Context: an optimization exercise on an open-source flow, tuned for small area, a short achievable clock period and few clock cycles per item. The choices shown serve that exercise and are no tape-out recipe.
RTL that was checked went through simulation tests only; none was proved equivalent to the original.
No activity file was given, so power comes from the tool's default toggle rates.

==> run a <==
## classifierTop
module classifierTop (
    input  wire                   i_clk100,
    input  wire                   i_rstN,
    input  wire cnnPkg::camBus_t  i_cam,
    input  wire                   i_start,
    input  wire                   i_cfgWr,
    input  wire [4-1:0] i_cfgAddr,
    input  wire [15:0]            i_cfgData,
    output logic                  o_busy,
    output logic                  o_done,
    output cnnPkg::score_t        o_score,
    output logic                  o_led
);
Settings: LEC_CHECK=0, CAP_MARGIN=20, CORE_MARGIN=2, CORE_UTILIZATION=40, CTS_CLUSTER_DIAMETER=100, CTS_CLUSTER_SIZE=24, SLEW_MARGIN=20, SYNTH_HIERARCHICAL=1; clock period 10.0 ns.
standard.sh (not shown) runs the stock make flow with config.mk's settings and CLKGATE_MAP_FILE= SYNTH_SCRIPT=/design/flow/synth_recipe.tcl, a recipe that flattens the netlist after the stock synthesis.
==> flow/flow/run.sh <==
#!/bin/bash
set -euo pipefail
bash standard.sh SETUP_SLACK_MARGIN=6.5 "BUFFER_PORTS_ARGS=-buffer_cell sky130_fd_sc_hd__buf_2" finish > standard.log 2>&1
==> run b: changes against run a <==
--- a/flow/design.v
+++ b/flow/design.v
@@ -50,33 +50,23 @@
     end
     always_ff @(posedge i_clk100) begin
         cfgAddrQ <= i_cfgAddr;
         cfgDataQ <= i_cfgData;
     end
-    logic [13:0] cfgSet;
     always_ff @(posedge i_clk100 or negedge i_rstN) begin
-        if (!i_rstN)
-            cfgSet <= '0;
-        else if (cfgWrQ)
-            for (int r = 0; r < 14; r++)
-                if (cfgAddrQ == 4'(r)) cfgSet[r] <= 1'b1;
-    end
-    always_ff @(posedge i_clk100) begin
-        if (cfgWrQ) begin
+        if (!i_rstN) begin
+            for (int t = 0; t < 9; t++) kern[t] <= '0;
+            for (int w = 0; w < 4; w++) fcW[w] <= '0;
+            bias <= '0;
+        end else if (cfgWrQ) begin
             for (int t = 0; t < 9; t++)
                 if (cfgAddrQ == 4'(t)) kern[t] <= cfgDataQ[7:0];
             for (int w = 0; w < 4; w++)
                 if (cfgAddrQ == 4'(9 + w)) fcW[w] <= cfgDataQ[7:0];
             if (cfgAddrQ == 4'd13) bias <= cfgDataQ;
         end
     end
-    logic [7:0]  fcWv [4];      
-    logic [15:0] biasV;
-    always_comb begin
-        for (int w = 0; w < 4; w++) fcWv[w] = cfgSet[9 + w] ? fcW[w] : 8'd0;
-        biasV = cfgSet[13] ? bias : 16'd0;
-    end
     wire [7:0] camData = i_cam[7:0];
     wire       camVs   = i_cam[9];
     wire       camHref = i_cam[8];
     logic       busy;           
     logic       waitVs;         
@@ -178,11 +168,11 @@
             mValid <= (sIdx >= 7'd9);
         end
     end
     always_ff @(posedge i_clk100) begin
         if (shiftEv) begin
-            mUse <= ~padW & cfgSet[8:0];
+            mUse <= ~padW;
         end
     end
     wire [3:0] nib0 = lb[18][3:0];
     wire [3:0] nib1 = lb[17][3:0];
     wire [3:0] nib2 = lb[16][3:0];
@@ -1043,13 +1033,13 @@
     logic        fcLast, scInit, scFirst;
     logic        s1, s2, neg;   
     logic [21:0] fv;            
     wire  [26:0] scRow;
     logic signed [26:0] score;
-    wire  [7:0]  wQ   = fcWv[featQ];
+    wire  [7:0]  wQ   = fcW[featQ];
     wire  [1:0]  qD   = {tCBottom, tCRight};
-    wire  [7:0]  wD   = fcWv[{tCBottom, tCRight}];
+    wire  [7:0]  wD   = fcW[qD];
     function automatic logic [2:0] booth(input logic [2:0] b);
         booth[0] = b[1] ^ b[0];                                         
         booth[1] = (b[2] & !b[1] & !b[0]) | (!b[2] & b[1] & b[0]);      
         booth[2] = b[2] & !(b[1] & b[0]);                               
     endfunction
@@ -1115,11 +1105,11 @@
             scFirst <= 1'b0;
             {neg, s2, s1} <= bNext;
             if (fcSt != 3'd0) fv <= {fv[19:0], 2'b00};
         end
     end
-    wire [26:0] scBase = scFirst ? 27'($signed(biasV)) : score;
+    wire [26:0] scBase = scFirst ? 27'($signed(bias)) : score;
     wire [26:0] scSum;
     wire as_g0_0, as_p0_0, as_g0_1, as_p0_1, as_g0_2, as_p0_2, as_g0_3, as_p0_3;
     wire as_g0_4, as_p0_4, as_g0_5, as_p0_5, as_g0_6, as_p0_6, as_g0_7, as_p0_7;
     wire as_g0_8, as_p0_8, as_g0_9, as_p0_9, as_g0_10, as_p0_10, as_g0_11, as_p0_11;
     wire as_g0_12, as_p0_12, as_g0_13, as_p0_13, as_g0_14, as_p0_14, as_g0_15, as_p0_15;
==> flow/flow/run.sh (replaced) <==
#!/bin/bash
set -euo pipefail
bash standard.sh SETUP_SLACK_MARGIN=6.9 "BUFFER_PORTS_ARGS=-buffer_cell sky130_fd_sc_hd__buf_2" finish > standard.log 2>&1
==> run c: changes against run a <==
--- a/flow/design.v
+++ b/flow/design.v
@@ -50,33 +50,23 @@
     end
     always_ff @(posedge i_clk100) begin
         cfgAddrQ <= i_cfgAddr;
         cfgDataQ <= i_cfgData;
     end
-    logic [13:0] cfgSet;
     always_ff @(posedge i_clk100 or negedge i_rstN) begin
-        if (!i_rstN)
-            cfgSet <= '0;
-        else if (cfgWrQ)
-            for (int r = 0; r < 14; r++)
-                if (cfgAddrQ == 4'(r)) cfgSet[r] <= 1'b1;
-    end
-    always_ff @(posedge i_clk100) begin
-        if (cfgWrQ) begin
+        if (!i_rstN) begin
+            for (int t = 0; t < 9; t++) kern[t] <= '0;
+            for (int w = 0; w < 4; w++) fcW[w] <= '0;
+            bias <= '0;
+        end else if (cfgWrQ) begin
             for (int t = 0; t < 9; t++)
                 if (cfgAddrQ == 4'(t)) kern[t] <= cfgDataQ[7:0];
             for (int w = 0; w < 4; w++)
                 if (cfgAddrQ == 4'(9 + w)) fcW[w] <= cfgDataQ[7:0];
             if (cfgAddrQ == 4'd13) bias <= cfgDataQ;
         end
     end
-    logic [7:0]  fcWv [4];      
-    logic [15:0] biasV;
-    always_comb begin
-        for (int w = 0; w < 4; w++) fcWv[w] = cfgSet[9 + w] ? fcW[w] : 8'd0;
-        biasV = cfgSet[13] ? bias : 16'd0;
-    end
     wire [7:0] camData = i_cam[7:0];
     wire       camVs   = i_cam[9];
     wire       camHref = i_cam[8];
     logic       busy;           
     logic       waitVs;         
@@ -178,11 +168,11 @@
             mValid <= (sIdx >= 7'd9);
         end
     end
     always_ff @(posedge i_clk100) begin
         if (shiftEv) begin
-            mUse <= ~padW & cfgSet[8:0];
+            mUse <= ~padW;
         end
     end
     wire [3:0] nib0 = lb[18][3:0];
     wire [3:0] nib1 = lb[17][3:0];
     wire [3:0] nib2 = lb[16][3:0];
@@ -1043,13 +1033,13 @@
     logic        fcLast, scInit, scFirst;
     logic        s1, s2, neg;   
     logic [21:0] fv;            
     wire  [26:0] scRow;
     logic signed [26:0] score;
-    wire  [7:0]  wQ   = fcWv[featQ];
+    wire  [7:0]  wQ   = fcW[featQ];
     wire  [1:0]  qD   = {tCBottom, tCRight};
-    wire  [7:0]  wD   = fcWv[{tCBottom, tCRight}];
+    wire  [7:0]  wD   = fcW[qD];
     function automatic logic [2:0] booth(input logic [2:0] b);
         booth[0] = b[1] ^ b[0];                                         
         booth[1] = (b[2] & !b[1] & !b[0]) | (!b[2] & b[1] & b[0]);      
         booth[2] = b[2] & !(b[1] & b[0]);                               
     endfunction
@@ -1115,11 +1105,11 @@
             scFirst <= 1'b0;
             {neg, s2, s1} <= bNext;
             if (fcSt != 3'd0) fv <= {fv[19:0], 2'b00};
         end
     end
-    wire [26:0] scBase = scFirst ? 27'($signed(biasV)) : score;
+    wire [26:0] scBase = scFirst ? 27'($signed(bias)) : score;
     wire [26:0] scSum;
     wire as_g0_0, as_p0_0, as_g0_1, as_p0_1, as_g0_2, as_p0_2, as_g0_3, as_p0_3;
     wire as_g0_4, as_p0_4, as_g0_5, as_p0_5, as_g0_6, as_p0_6, as_g0_7, as_p0_7;
     wire as_g0_8, as_p0_8, as_g0_9, as_p0_9, as_g0_10, as_p0_10, as_g0_11, as_p0_11;
     wire as_g0_12, as_p0_12, as_g0_13, as_p0_13, as_g0_14, as_p0_14, as_g0_15, as_p0_15;
==> flow/flow/run.sh (replaced) <==
#!/bin/bash
set -euo pipefail
bash standard.sh SETUP_SLACK_MARGIN=6.7 finish > standard.log 2>&1
Settings changed: ABC_AREA set to 1.
==> run d: changes against run a <==
--- a/flow/design.v
+++ b/flow/design.v
@@ -50,33 +50,23 @@
     end
     always_ff @(posedge i_clk100) begin
         cfgAddrQ <= i_cfgAddr;
         cfgDataQ <= i_cfgData;
     end
-    logic [13:0] cfgSet;
     always_ff @(posedge i_clk100 or negedge i_rstN) begin
-        if (!i_rstN)
-            cfgSet <= '0;
-        else if (cfgWrQ)
-            for (int r = 0; r < 14; r++)
-                if (cfgAddrQ == 4'(r)) cfgSet[r] <= 1'b1;
-    end
-    always_ff @(posedge i_clk100) begin
-        if (cfgWrQ) begin
+        if (!i_rstN) begin
+            for (int t = 0; t < 9; t++) kern[t] <= '0;
+            for (int w = 0; w < 4; w++) fcW[w] <= '0;
+            bias <= '0;
+        end else if (cfgWrQ) begin
             for (int t = 0; t < 9; t++)
                 if (cfgAddrQ == 4'(t)) kern[t] <= cfgDataQ[7:0];
             for (int w = 0; w < 4; w++)
                 if (cfgAddrQ == 4'(9 + w)) fcW[w] <= cfgDataQ[7:0];
             if (cfgAddrQ == 4'd13) bias <= cfgDataQ;
         end
     end
-    logic [7:0]  fcWv [4];      
-    logic [15:0] biasV;
-    always_comb begin
-        for (int w = 0; w < 4; w++) fcWv[w] = cfgSet[9 + w] ? fcW[w] : 8'd0;
-        biasV = cfgSet[13] ? bias : 16'd0;
-    end
     wire [7:0] camData = i_cam[7:0];
     wire       camVs   = i_cam[9];
     wire       camHref = i_cam[8];
     logic       busy;           
     logic       waitVs;         
@@ -178,11 +168,11 @@
             mValid <= (sIdx >= 7'd9);
         end
     end
     always_ff @(posedge i_clk100) begin
         if (shiftEv) begin
-            mUse <= ~padW & cfgSet[8:0];
+            mUse <= ~padW;
         end
     end
     wire [3:0] nib0 = lb[18][3:0];
     wire [3:0] nib1 = lb[17][3:0];
     wire [3:0] nib2 = lb[16][3:0];
@@ -1043,13 +1033,13 @@
     logic        fcLast, scInit, scFirst;
     logic        s1, s2, neg;   
     logic [21:0] fv;            
     wire  [26:0] scRow;
     logic signed [26:0] score;
-    wire  [7:0]  wQ   = fcWv[featQ];
+    wire  [7:0]  wQ   = fcW[featQ];
     wire  [1:0]  qD   = {tCBottom, tCRight};
-    wire  [7:0]  wD   = fcWv[{tCBottom, tCRight}];
+    wire  [7:0]  wD   = fcW[qD];
     function automatic logic [2:0] booth(input logic [2:0] b);
         booth[0] = b[1] ^ b[0];                                         
         booth[1] = (b[2] & !b[1] & !b[0]) | (!b[2] & b[1] & b[0]);      
         booth[2] = b[2] & !(b[1] & b[0]);                               
     endfunction
@@ -1115,11 +1105,11 @@
             scFirst <= 1'b0;
             {neg, s2, s1} <= bNext;
             if (fcSt != 3'd0) fv <= {fv[19:0], 2'b00};
         end
     end
-    wire [26:0] scBase = scFirst ? 27'($signed(biasV)) : score;
+    wire [26:0] scBase = scFirst ? 27'($signed(bias)) : score;
     wire [26:0] scSum;
     wire as_g0_0, as_p0_0, as_g0_1, as_p0_1, as_g0_2, as_p0_2, as_g0_3, as_p0_3;
     wire as_g0_4, as_p0_4, as_g0_5, as_p0_5, as_g0_6, as_p0_6, as_g0_7, as_p0_7;
     wire as_g0_8, as_p0_8, as_g0_9, as_p0_9, as_g0_10, as_p0_10, as_g0_11, as_p0_11;
     wire as_g0_12, as_p0_12, as_g0_13, as_p0_13, as_g0_14, as_p0_14, as_g0_15, as_p0_15;
==> flow/flow/run.sh (replaced) <==
#!/bin/bash
set -euo pipefail
bash standard.sh SETUP_SLACK_MARGIN=6.7 "BUFFER_PORTS_ARGS=-buffer_cell sky130_fd_sc_hd__buf_2" finish > standard.log 2>&1
Settings changed: CTS_BUF_LIST set to sky130_fd_sc_hd__clkbuf_8 sky130_fd_sc_hd__clkbuf_16.
==> impl_results.md <==
- Cell Rows: 99
- Status: finished clean
- RSZ-0062 raised after global routing: no
- Tapcells: 959
- Leading cell kind: multi-input combinational cells
- Clock buf/inv share: 0.0274
- Adder-Cell Fraction of Synth Area: 0.241
- Most common cell in the netlist: nand2_1
- Pint: 6.79 mW
- RR Endpoint: aR[54]
- Initial antenna violation count: 2
The numbers above come from run d.

==> impl_results.md <==
- Clock latency (worst-skew pair): about 0.63 ns
- Crit-path cells: nand3_1 -> fa_1 -> fa_1 -> fa_1 -> fa_1
- Initial antenna violation count: 1
- Arrival time worst endpoint: 3.88 ns
- Adder-Cell Fraction of Synth Area: 0.242
- Tapcells: 959
- Non-clock buffer share: 0.0200
- Status: finished clean
- CP top delay family: adder cells
- Most common cell in the netlist: edfxtp_1
- Leading cell kind: sequential cells
- FF/Latch Area: 14900 um2
- Grt ovf: 0
- Clock buf/inv share: 0.0264
The numbers above come from run a.

==> impl_results.md <==
- Status: finished clean
- Leading cell kind: multi-input combinational cells
- Initial antenna violation count: 3
- Adder-Cell Fraction of Synth Area: 0.241
- Clock buf/inv share: 0.0261
- RR Endpoint: fv[7]
- Cell Rows: 99
- RSZ-0062 raised after global routing: yes
- Most common cell in the netlist: nand2_1
- Pint: 7.04 mW
The numbers above come from run b.

==> impl_results.md <==
- Status: finished clean
- Cell Rows: 100
- Clock buf/inv share: 0.0253
- Most common cell in the netlist: nand2_1
- RR Endpoint: aR[44]
- Cells on worst reg2reg path: 6
- M2 GR Usage: 0.293
- Adder-Cell Fraction of Synth Area: 0.238
- Tapcells: 969
- LEAKAGE: 14.8 nW
- Total number of yosys warnings: 10
The numbers above come from run c.

Testbench counts of run b, summed over its fixed seeds: cycles 38,907, tiles 192.
Testbench counts of run c, summed over its fixed seeds: cycles 38,907, tiles 192.
Testbench counts of run d, summed over its fixed seeds: cycles 38,907, tiles 192.
Function not checked in run a: the RTL went through the layout flow alone.

port drivers added, routing unchanged:
The results above use ideal ports. As a check the final layouts listed here were re-extracted and re-timed, cells and wires unchanged. Step 1, drivers: a clkbuf_16 drives i_clk100 and a buf_2 each remaining input, both assumed. Step 2 times the ports against the registers' clock, not the clock port: input delays grow and output delays shrink by t, the midpoint of the rising clock arrivals with the driver on. Three values: ideal ports, drivers, drivers and shift; two values: the first two.
run	t, ns	setup WS [ns]	hold WS [ns]	latest minus earliest clock arrival (ns)	pins driven straight from the clock port
run a	0.664	6.562 / 6.562 / 6.064	0.334 / 0.334 / 0.334	0.056 / 0.055	1
run b	0.655	6.814 / 6.789 / 6.365	0.335 / 0.335 / 0.335	0.030 / 0.029	1
run c	0.669	6.748 / 6.685 / 6.152	0.333 / 0.333 / 0.333	0.031 / 0.032	1
run d	0.668	6.755 / 6.731 / 6.199	0.334 / 0.334 / 0.334	0.042 / 0.042	1
After both steps setup and hold are still met in every run listed. The setup slack of run c, which loses most, moves by -0.063 ns with the drivers and by -0.596 ns with both steps.
